What follows belongs to an exercise in optimizing a design on an open flow for a short achievable clock period and few clock cycles per item; a production flow would make more cautious choices. In this exercise RTL edits were held to simulation tests only and were not proved equivalent to the original. No activity file was given, so power comes from the tool's default toggle rates.

==> job 7100 <==
// exec_unit
module exec_unit (
  input  logic        clk_i,
  input  logic        rst_i,
  input  logic        req_valid_i,
  output logic        req_ready_o,
  input  logic [31:0] req_pc_i,
  input  logic [5:0]  req_op_i,
  input  logic [31:0] req_param1_i,
  input  logic [31:0] req_param2_i,
  input  logic [31:0] req_param3_i,
  input  logic [4:0]  req_rd_i,
  output logic        resp_valid_o,
  input  logic        resp_ready_i,
  output logic        resp_write_o,
  output logic [4:0]  resp_addr_o,
  output logic [31:0] resp_result_o,
  output logic        resp_branch_o,
  output logic [19:0] resp_boffset_o,
  output logic [31:0] wb_adr_o,
  output logic [31:0] wb_dat_o,
  output logic        wb_we_o,
  output logic [3:0]  wb_sel_o,
  output logic        wb_stb_o,
  output logic        wb_cyc_o,
  input  logic [31:0] wb_dat_i,
  input  logic        wb_ack_i
);
export LEC_CHECK = 0
export ABC_CLOCK_PERIOD_IN_PS = 2000
export CAP_MARGIN = 20
export CORE_MARGIN = 2
export CORE_UTILIZATION = 60
export CTS_CLUSTER_DIAMETER = 80
export CTS_CLUSTER_SIZE = 25
export SETUP_SLACK_MARGIN = 2.7
export SLEW_MARGIN = 20
export SYNTH_HIERARCHICAL = 1
export SYNTH_MINIMUM_KEEP_SIZE = 0
export TNS_END_PERCENT = 100
create_clock -name core_clock -period 5.0 [get_ports {clk_i}]
standard.sh (not shown) runs the stock make flow with config.mk's settings and CLKGATE_MAP_FILE= SYNTH_SCRIPT=/design/flow/synth_recipe.tcl, a recipe that flattens the netlist after the stock synthesis.
==> flow/flow/run.sh <==
#!/bin/bash
# The standard layout, with two changes to how it is made:
# - the port buffers are buf_4 cells (the platform's default pick is a
#   delay cell, clkdlybuf4s50_1), still one buffer on every input and output;
# - the resizer may change a cell's footprint when it sizes it (the platform
#   otherwise limits sizing to cells of the same footprint).
set -euo pipefail
bash standard.sh "BUFFER_PORTS_ARGS=-buffer_cell sky130_fd_sc_hd__buf_4" MATCH_CELL_FOOTPRINT=0 finish > standard_flow.log 2>&1
==> inputs of job 251, as changes to job 7100 <==
--- a/flow/design.v
+++ b/flow/design.v
@@ -324,13 +324,12 @@
   logic          rob_br   [D];
   logic [19:0]   rob_bo   [D];
   logic [D-1:0]  head, head_m1;    
   logic [DW:0]   cnt;              
   logic          stb_q, nstb_q;    
   logic [31:0]   adr_q, dat_q;
-  logic [1:0]    nlo_q;    
   logic          we_q;
   logic [3:0]    sel_q;
   logic [DW-1:0] idx_q;
   logic [1:0]    size_q;
   logic          sgn_q;
   logic          done_bus;
@@ -445,31 +444,28 @@
       bq_idx[bq_tail]  <= a_idx;
       bq_size[bq_tail] <= a_size;
       bq_sgn[bq_tail]  <= a_sgn;
     end
     if (done_bus && !last) begin
       adr_q  <= bq_adr[bq_cur1];
-      nlo_q  <= ~bq_adr[bq_cur1][1:0];
       dat_q  <= bq_dat[bq_cur1];
       we_q   <= bq_we[bq_cur1];
       sel_q  <= bq_sel[bq_cur1];
       idx_q  <= bq_idx[bq_cur1];
       size_q <= bq_size[bq_cur1];
       sgn_q  <= bq_sgn[bq_cur1];
     end else if (!nstb_q && !done_bus) begin
       adr_q  <= bq_adr[bq_cur];
-      nlo_q  <= ~bq_adr[bq_cur][1:0];
       dat_q  <= bq_dat[bq_cur];
       we_q   <= bq_we[bq_cur];
       sel_q  <= bq_sel[bq_cur];
       idx_q  <= bq_idx[bq_cur];
       size_q <= bq_size[bq_cur];
       sgn_q  <= bq_sgn[bq_cur];
     end else begin
       adr_q  <= a_sum33[31:0];
-      nlo_q  <= ~a_sum33[1:0];
       dat_q  <= a_wdat;
       we_q   <= a_store;
       sel_q  <= a_sel;
       idx_q  <= a_idx;
       size_q <= a_size;
       sgn_q  <= a_sgn;
@@ -500,19 +496,19 @@
   assign wb_sel_o = sel_q;
   assign wb_stb_o = stb_q;
   assign wb_cyc_o = stb_q;
   logic [7:0]  lane_b;
   logic [15:0] lane_h;
   always_comb begin
-    case (~nlo_q)
+    case (adr_q[1:0])
       2'd0:    lane_b = wb_dat_i[7:0];
       2'd1:    lane_b = wb_dat_i[15:8];
       2'd2:    lane_b = wb_dat_i[23:16];
       default: lane_b = wb_dat_i[31:24];
     endcase
-    lane_h = !nlo_q[1] ? wb_dat_i[31:16] : wb_dat_i[15:0];
+    lane_h = adr_q[1] ? wb_dat_i[31:16] : wb_dat_i[15:0];
     case (size_q)
       2'd0:    ld_d = {{24{sgn_q & lane_b[7]}}, lane_b};
       2'd1:    ld_d = {{16{sgn_q & lane_h[15]}}, lane_h};
       default: ld_d = wb_dat_i;
     endcase
   end
- CORE_UTILIZATION: 60 -> 50
==> results.toml <==
[run_status]
status = "timing/DRC/antenna clean"

[power]
power_uw = 28700
power_frac_comb = 0.128
power.switching_uw = 8010
p_clk_uw = 8900

[layout]
seq_area_frac = 0.518
buffer_area_frac = 0.0608
nMultiInputCombCells = 3815

[place]
dp_cells = 8048
post-place-ws_ns = 1.81

[worst_setup_path]
reg2reg_depth = 6
worst_path_max_delay_cell = "dfxtp_4"
crit_family = "flip-flops"
crit_end = "wb_adr_o[1]"

[route]
routedWlPerCell_um = 31.0

[worst_hold_path]
hold_path.startpoint = "r_use_sum"

[global_route]
met2_usage = 0.521

[timing]
relSlewSlack = 0.321
-- figures above: job 251

==> results.toml <==
[worst_setup_path]
crit_end = "a_misc[17]"
reg2reg_depth = 4
crit_family = "compound AO/OA/AOI/OAI gates"
worst_path_max_delay_cell = "dfxtp_1"

[worst_hold_path]
hold_path.startpoint = "r_blt"

[layout]
seq_area_frac = 0.527
nMultiInputCombCells = 4002
buffer_area_frac = 0.0578

[power]
power_frac_comb = 0.126
power.switching_uw = 7510

[place]
post-place-ws_ns = 1.43
dp_cells = 7873

[route]
routedWlPerCell_um = 31.0

[run_status]
status = "timing/DRC/antenna clean"
-- figures above: job 7100

Testbench counts of job 7100, summed over its fixed seeds: cycles 24,101, items 24,000.
Testbench counts of job 251, summed over its fixed seeds: cycles 24,101, items 24,000.

========
==> inputs of run a <==
exec_unit, a different RTL version from the one above (not shown whole).
clock: 5.0 ns
lec_check: 0
abc_clock_period_in_ps: 2000
cap_margin: 20
core_margin: 2
core_utilization: 40
setup_slack_margin: 2.6
slew_margin: 20
tns_end_percent: 100
run.sh (not shown) runs the stock make flow with config.mk's settings and CLKGATE_MAP_FILE= SYNTH_SCRIPT=/design/flow/synth_recipe.tcl, a recipe that flattens the netlist after the stock synthesis.
Stock flow here: none of the scripts above is used.
==> inputs of run b, as changes to run a <==
--- a/flow/config.mk
+++ b/flow/config.mk
@@ -9,5 +9,7 @@
 export CAP_MARGIN = 20
 export CORE_MARGIN = 2
-export CORE_UTILIZATION = 40
+export CORE_UTILIZATION = 60
+export CTS_CLUSTER_DIAMETER = 100
+export CTS_CLUSTER_SIZE = 30
 export SETUP_SLACK_MARGIN = 2.6
 export SLEW_MARGIN = 20
==> impl_metrics.tcl <==
set metrics [dict create \
    hold_ws_ns 0.446 \
    wl_met3_mm 22.7 \
    seq-cell-share 0.438 \
    finalNetCount 5349 \
    row_count 107 \
    placedCellCount 5705 \
    period_needed_ns 3.21 \
    die_area_um2 89000 \
    relSlewSlack 0.115 \
    status "timing/DRC/antenna clean" \
    h-tree-depth 2 \
    wl_mm 187 \
    vias_per_cell 6.79 \
]
(the above is from run b)
==> impl_metrics.tcl <==
set metrics [dict create \
    placedCellCount 6327 \
    hold_ws_ns 0.473 \
    h-tree-depth 3 \
    relSlewSlack 0.326 \
    status "timing/DRC/antenna clean" \
    row_count 132 \
    die_area_um2 133000 \
    vias_per_cell 6.01 \
    seq-cell-share 0.422 \
    finalNetCount 5429 \
    wl_met3_mm 19.2 \
    wl_mm 197 \
]
(the above is from run a)
Testbench counts of run a, summed over its fixed seeds: cycles 24,097, items 24,000.
Testbench counts of run b, summed over its fixed seeds: cycles 24,097, items 24,000.

========
==> run X <==
Another version of the RTL of exec_unit (not shown whole).
## exec_unit
module exec_unit (
  input  logic        clk_i,
  input  logic        rst_i,
  input  logic        req_valid_i,
  output logic        req_ready_o,
  input  logic [31:0] req_pc_i,
  input  logic [5:0]  req_op_i,
  input  logic [31:0] req_param1_i,
  input  logic [31:0] req_param2_i,
  input  logic [31:0] req_param3_i,
  input  logic [4:0]  req_rd_i,
  output logic        resp_valid_o,
  input  logic        resp_ready_i,
  output logic        resp_write_o,
  output logic [4:0]  resp_addr_o,
  output logic [31:0] resp_result_o,
  output logic        resp_branch_o,
  output logic [19:0] resp_boffset_o,
  output logic [31:0] wb_adr_o,
  output logic [31:0] wb_dat_o,
  output logic        wb_we_o,
  output logic [3:0]  wb_sel_o,
  output logic        wb_stb_o,
  output logic        wb_cyc_o,
  input  logic [31:0] wb_dat_i,
  input  logic        wb_ack_i
);
  localparam int D  = 12;   
  localparam int DW = 4;
  localparam int B  = 6;    
  localparam int BW = 3;
  logic [31:0] a, b, c, pc;
  logic [5:0]  op;
  assign a  = req_param1_i;
  assign b  = req_param2_i;
  assign c  = req_param3_i;
  assign pc = req_pc_i;
  assign op = req_op_i;
  logic rdy_q, nrdy_q, acc;
  assign req_ready_o = rdy_q;
  assign acc         = req_valid_i & !nrdy_q;
  logic        d_lui, d_auipc, d_jal, d_add, d_sub, d_xor, d_or, d_and;
  logic        d_slt, d_sltu, d_sll, d_srl, d_sra, d_load, d_store, d_mem, d_br;
  logic        d_beq, d_bne, d_blt, d_bge, d_bltu, d_bgeu, d_inv;
  logic [1:0]  d_size;     
  logic        d_sgn;
  always_comb begin
    d_lui   = (op == 6'd0);
    d_auipc = (op == 6'd1);
    d_jal   = (op == 6'd2) || (op == 6'd3);
    d_add   = (op == 6'd4);
    d_sub   = (op == 6'd5);
    d_xor   = (op == 6'd6);
    d_or    = (op == 6'd7);
    d_and   = (op == 6'd8);
    d_slt   = (op == 6'd9);
    d_sltu  = (op == 6'd10);
    d_sll   = (op == 6'd11);
    d_srl   = (op == 6'd12);
    d_sra   = (op == 6'd13);
    d_load  = (op >= 6'd14) && (op <= 6'd18);
    d_store = (op >= 6'd19) && (op <= 6'd21);
    d_mem   = d_load || d_store;
    d_br    = (op >= 6'd22) && (op <= 6'd27);
    d_beq   = (op == 6'd22);
    d_bne   = (op == 6'd23);
    d_blt   = (op == 6'd24);
  ...
==> flow/config.mk <==
export PLATFORM = sky130hd
export DESIGN_NAME = exec_unit
export DESIGN_NICKNAME = exec_unit
export VERILOG_FILES = /design/flow/design.v
export SDC_FILE = /design/flow/constraint.sdc
export NUM_CORES = 4
export LEC_CHECK = 0
export ABC_CLOCK_PERIOD_IN_PS = 2000
export CAP_MARGIN = 20
export CORE_MARGIN = 2
export CORE_UTILIZATION = 55
export CTS_CLUSTER_DIAMETER = 80
export CTS_CLUSTER_SIZE = 25
export SETUP_SLACK_MARGIN = 2.7
export SLEW_MARGIN = 20
export SYNTH_HIERARCHICAL = 1
export SYNTH_MINIMUM_KEEP_SIZE = 0
export TNS_END_PERCENT = 100
==> flow/constraint.sdc <==
create_clock -name core_clock -period 5.0 [get_ports {clk_i}]
set_input_delay 1.0000 -clock core_clock [delete_from_list [all_inputs] [get_ports {clk_i}]]
set_output_delay 1.0000 -clock core_clock [all_outputs]
set_load 0.01 [all_outputs]
standard.sh (not shown) runs the stock make flow with config.mk's settings and CLKGATE_MAP_FILE= SYNTH_SCRIPT=/design/flow/synth_recipe.tcl, a recipe that flattens the netlist after the stock synthesis.
Scripts as last shown in full above: flow/flow/run.sh
==> run Y (differences from run X) <==
--- a/flow/design.v
+++ b/flow/design.v
@@ -212,27 +212,31 @@
   logic [DW-1:0] r_idx;
   logic [31:0]   r_x, r_y, r_c;
   logic [31:0]   r_nx, r_ny;    
   logic          r_cin;
   logic [4:0]    r_rd;
-  logic          r_xor, r_or, r_and, r_sll, r_srx, r_sra, r_use_sum, r_slt, r_sltu, r_jal, r_mem, r_store, r_wr;
+  logic [3:0]    r_sl_lo, r_sr_lo;    
+  logic [7:0]    r_sh_hi;             
+  logic          r_fill;              
+  logic          r_xor, r_or, r_and, r_use_sum, r_slt, r_sltu, r_jal, r_mem, r_store, r_wr;
   logic          r_beq, r_bne, r_blt, r_bge, r_bltu, r_bgeu, r_sgn;
   logic [1:0]    r_size;
   logic [DW-1:0] acc_ptr;
   always_ff @(posedge clk_i) begin
     r_idx     <= acc_ptr;
     r_x       <= (d_auipc || d_jal) ? pc : (d_lui ? 32'd0 : a);
     r_y       <= d_jal ? 32'd4 : (b ^ {32{d_inv}});
-    r_nx      <= ~((d_auipc || d_jal) ? pc : (d_lui ? 32'd0 : a));
-    r_ny      <= ~(d_jal ? 32'd4 : (b ^ {32{d_inv}}));
+    r_nx      <= ~a;
+    r_ny      <= ~b;
     r_cin     <= d_inv;
     r_xor     <= d_xor;
     r_or      <= d_or;
     r_and     <= d_and;
-    r_sll     <= d_sll;
-    r_srx     <= d_srl || d_sra;
-    r_sra     <= d_sra;
+    r_sl_lo   <= d_sll ? (4'b0001 << b[1:0]) : 4'b0000;
+    r_sr_lo   <= (d_srl || d_sra) ? (4'b0001 << b[1:0]) : 4'b0000;
+    r_sh_hi   <= 8'b0000_0001 << b[4:2];
+    r_fill    <= d_sra && a[31];
     r_use_sum <= d_add || d_sub || d_auipc || d_jal || d_lui;
     r_slt     <= d_slt;
     r_sltu    <= d_sltu;
     r_jal     <= d_jal;
     r_mem     <= d_mem;
@@ -265,10 +269,32 @@
       2'd0:    wdat_d = {4{r_c[7:0]}};
       2'd1:    wdat_d = {2{r_c[15:0]}};
       default: wdat_d = r_c;
     endcase
   end
+  logic [31:0] sx, sl1, sr1, sl2, sr2;
+  always_comb begin
+    sx = ~r_nx;
+    for (int i = 0; i < 32; i++) begin
+      sl1[i] = 1'b0;
+      sr1[i] = 1'b0;
+      for (int k = 0; k < 4; k++) begin
+        if (i - k >= 0) sl1[i] = sl1[i] | (r_sl_lo[k] & sx[i-k]);
+        if (i + k < 32) sr1[i] = sr1[i] | (r_sr_lo[k] & sx[i+k]);
+        else            sr1[i] = sr1[i] | (r_sr_lo[k] & r_fill);
+      end
+    end
+    for (int i = 0; i < 32; i++) begin
+      sl2[i] = 1'b0;
+      sr2[i] = 1'b0;
+      for (int k = 0; k < 8; k++) begin
+        if (i - 4*k >= 0) sl2[i] = sl2[i] | (r_sh_hi[k] & sl1[i-4*k]);
+        if (i + 4*k < 32) sr2[i] = sr2[i] | (r_sh_hi[k] & sr1[i+4*k]);
+        else              sr2[i] = sr2[i] | (r_sh_hi[k] & r_fill);
+      end
+    end
+  end
   logic          a_v;
   logic [DW-1:0] a_idx;
   logic [32:0]   a_sum33;
   logic [31:0]   a_misc, a_wdat;
   logic          a_use_sum, a_slt, a_sltu, a_jal, a_mem, a_store, a_wr;
@@ -282,15 +308,14 @@
     a_idx     <= r_idx;
     a_sum33   <= x_sum33;
     a_misc    <= ({32{r_xor}} & (r_nx ^ r_ny))
                | ({32{r_or}}  & ~(r_nx & r_ny))
                | ({32{r_and}} & ~(r_nx | r_ny))
-               | ({32{r_sll}} & (~r_nx << ~r_ny[4:0]))
-               | ({32{r_srx}} & 32'($signed({r_sra & !r_nx[31], ~r_nx}) >>> ~r_ny[4:0]));
-    a_eq      <= &(r_nx ^ r_ny);    
+               | sl2 | sr2;
+    a_eq      <= ~|(r_nx ^ r_ny);
     a_a31     <= !r_nx[31];
-    a_b31     <= r_ny[31];
+    a_b31     <= !r_ny[31];
     a_use_sum <= r_use_sum;
     a_slt     <= r_slt;
     a_sltu    <= r_sltu;
     a_jal     <= r_jal;
     a_mem     <= r_mem;
@@ -325,10 +350,12 @@
   logic [4:0]    rob_rd   [D];
   logic [31:0]   rob_res  [D];
   logic          rob_br   [D];
   logic [19:0]   rob_bo   [D];
   logic [D-1:0]  head, head_m1;    
+  logic [D-1:0]  nhead;            
+  localparam logic [D-1:0] HEAD0 = 1;
   logic [DW:0]   cnt;              
   logic          stb_q, nstb_q;    
   logic [31:0]   adr_q, dat_q;
   logic [1:0]    nlo_q;    
   logic          we_q;
@@ -338,11 +365,11 @@
   logic          sgn_q;
   logic          done_bus;
   logic [31:0]   ld_d;
   assign done_bus = !nstb_q && wb_ack_i;
   logic rv_q, nrv_q, move, taken_resp;    
-  assign move       = |(rob_done & head) && (nrv_q || resp_ready_i);
+  assign move       = |(rob_done & ~nhead) && (nrv_q || resp_ready_i);
   assign taken_resp = !nrv_q && resp_ready_i;
   always_ff @(posedge clk_i) begin
     for (int i = 0; i < D; i++) begin
       if (a_v && a_idx == DW'(i)) begin
         rob_wr[i]  <= a_wr;
@@ -357,10 +384,11 @@
   end
   always_ff @(posedge clk_i) begin
     if (rst_i) begin
       rob_done <= '0;
       head     <= D'(1);
+      nhead    <= ~HEAD0;
       head_m1  <= D'(1) << (D - 1);
       acc_ptr  <= '0;
       a_v      <= 1'b0;
       r_v      <= 1'b0;
     end else begin
@@ -376,10 +404,11 @@
       r_v <= acc;
       a_v <= r_v;
       if (acc) acc_ptr <= (acc_ptr == DW'(D - 1)) ? '0 : acc_ptr + 1'b1;
       if (move) begin
         head    <= {head[D-2:0], head[D-1]};
+        nhead   <= {nhead[D-2:0], nhead[D-1]};
         head_m1 <= head;
       end
     end
   end
   logic        o_wr, o_br;
--- a/flow/config.mk
+++ b/flow/config.mk
@@ -6,11 +6,11 @@
 export NUM_CORES = 4
 export LEC_CHECK = 0
 export ABC_CLOCK_PERIOD_IN_PS = 2000
 export CAP_MARGIN = 20
 export CORE_MARGIN = 2
-export CORE_UTILIZATION = 55
+export CORE_UTILIZATION = 60
 export CTS_CLUSTER_DIAMETER = 80
 export CTS_CLUSTER_SIZE = 25
 export SETUP_SLACK_MARGIN = 2.7
 export SLEW_MARGIN = 20
 export SYNTH_HIERARCHICAL = 1
==> comparison table <==
quantity                                                                   run X                    run Y
Sum of met3 wire segment lengths after detailed routing                  27.1 mm                  31.1 mm
Post-Synthesis Cell Area                                              75,400 µm²               74,700 µm²
Result of the run                                        complete, no violations  complete, no violations
Vertical extent of the die                                                374 µm                   357 µm
Number of standard-cell rows in the floorplan                                135                      129
Net Count, Synth                                                           6,611                    6,574
Die boundary width                                                        374 µm                   357 µm
First drt pass iteration count                                                 6                        7
Number of instances resized during post-cts repair                           187                      106
Min Hold Slack                                                          0.331 ns                 0.327 ns
Share of total power consumed by net switching                             27.4%                    25.9%
Share of cell area taken by multi-input logic gates                        32.7%                    32.1%
Num CTS Buffers                                                               89                       83
Testbench counts of run X, summed over its fixed seeds: cycles 24,101, items 24,000.
Testbench counts of run Y, summed over its fixed seeds: cycles 24,101, items 24,000.

[static timing again, ports no longer ideal]
No port has a modelled driver above. Below, the same layouts with a new extraction and two added sets of constraints.
Step 1 (the two cells are an assumption about what drives the block):
set clk [get_ports {clk_i}]
set_driving_cell -lib_cell sky130_fd_sc_hd__clkbuf_16 $clk
set_driving_cell -lib_cell sky130_fd_sc_hd__buf_2 [delete_from_list [all_inputs] $clk]
Step 2 adds t to the input delays and takes it off the output delays; t is the mean of the earliest and latest rising clock arrival at the registers after step 1. Input paths then give back, and output paths get back, about the clock's delay inside the block.
a / b / c = ideal ports / drivers / drivers and shift; a / b = the first two.
run	t (ns)	setup WS [ns]	worst setup path at the end	slew at the worst register clock pin (ns)	pins driven straight from the clock port
job 7100	0.814	2.653 / 2.628 / 1.965	input to register	0.11 / 0.11	1
job 251	0.824	2.644 / 2.554 / 2.028	input to register	0.11 / 0.11	1
run a	0.756	1.706 / 1.739 / 0.983	input to register	0.10 / 0.10	1
run b	0.697	1.794 / 1.714 / 1.018	input to register	0.12 / 0.12	1
run X	0.798	2.607 / 2.607 / 2.028	input to register	0.11 / 0.11	1
run Y	0.810	2.692 / 2.635 / 1.989	input to register	0.11 / 0.11	1
After both steps setup and hold are still met in every run listed. The setup slack of run b, which loses most, moves by -0.080 ns with the drivers and by -0.776 ns with both steps.
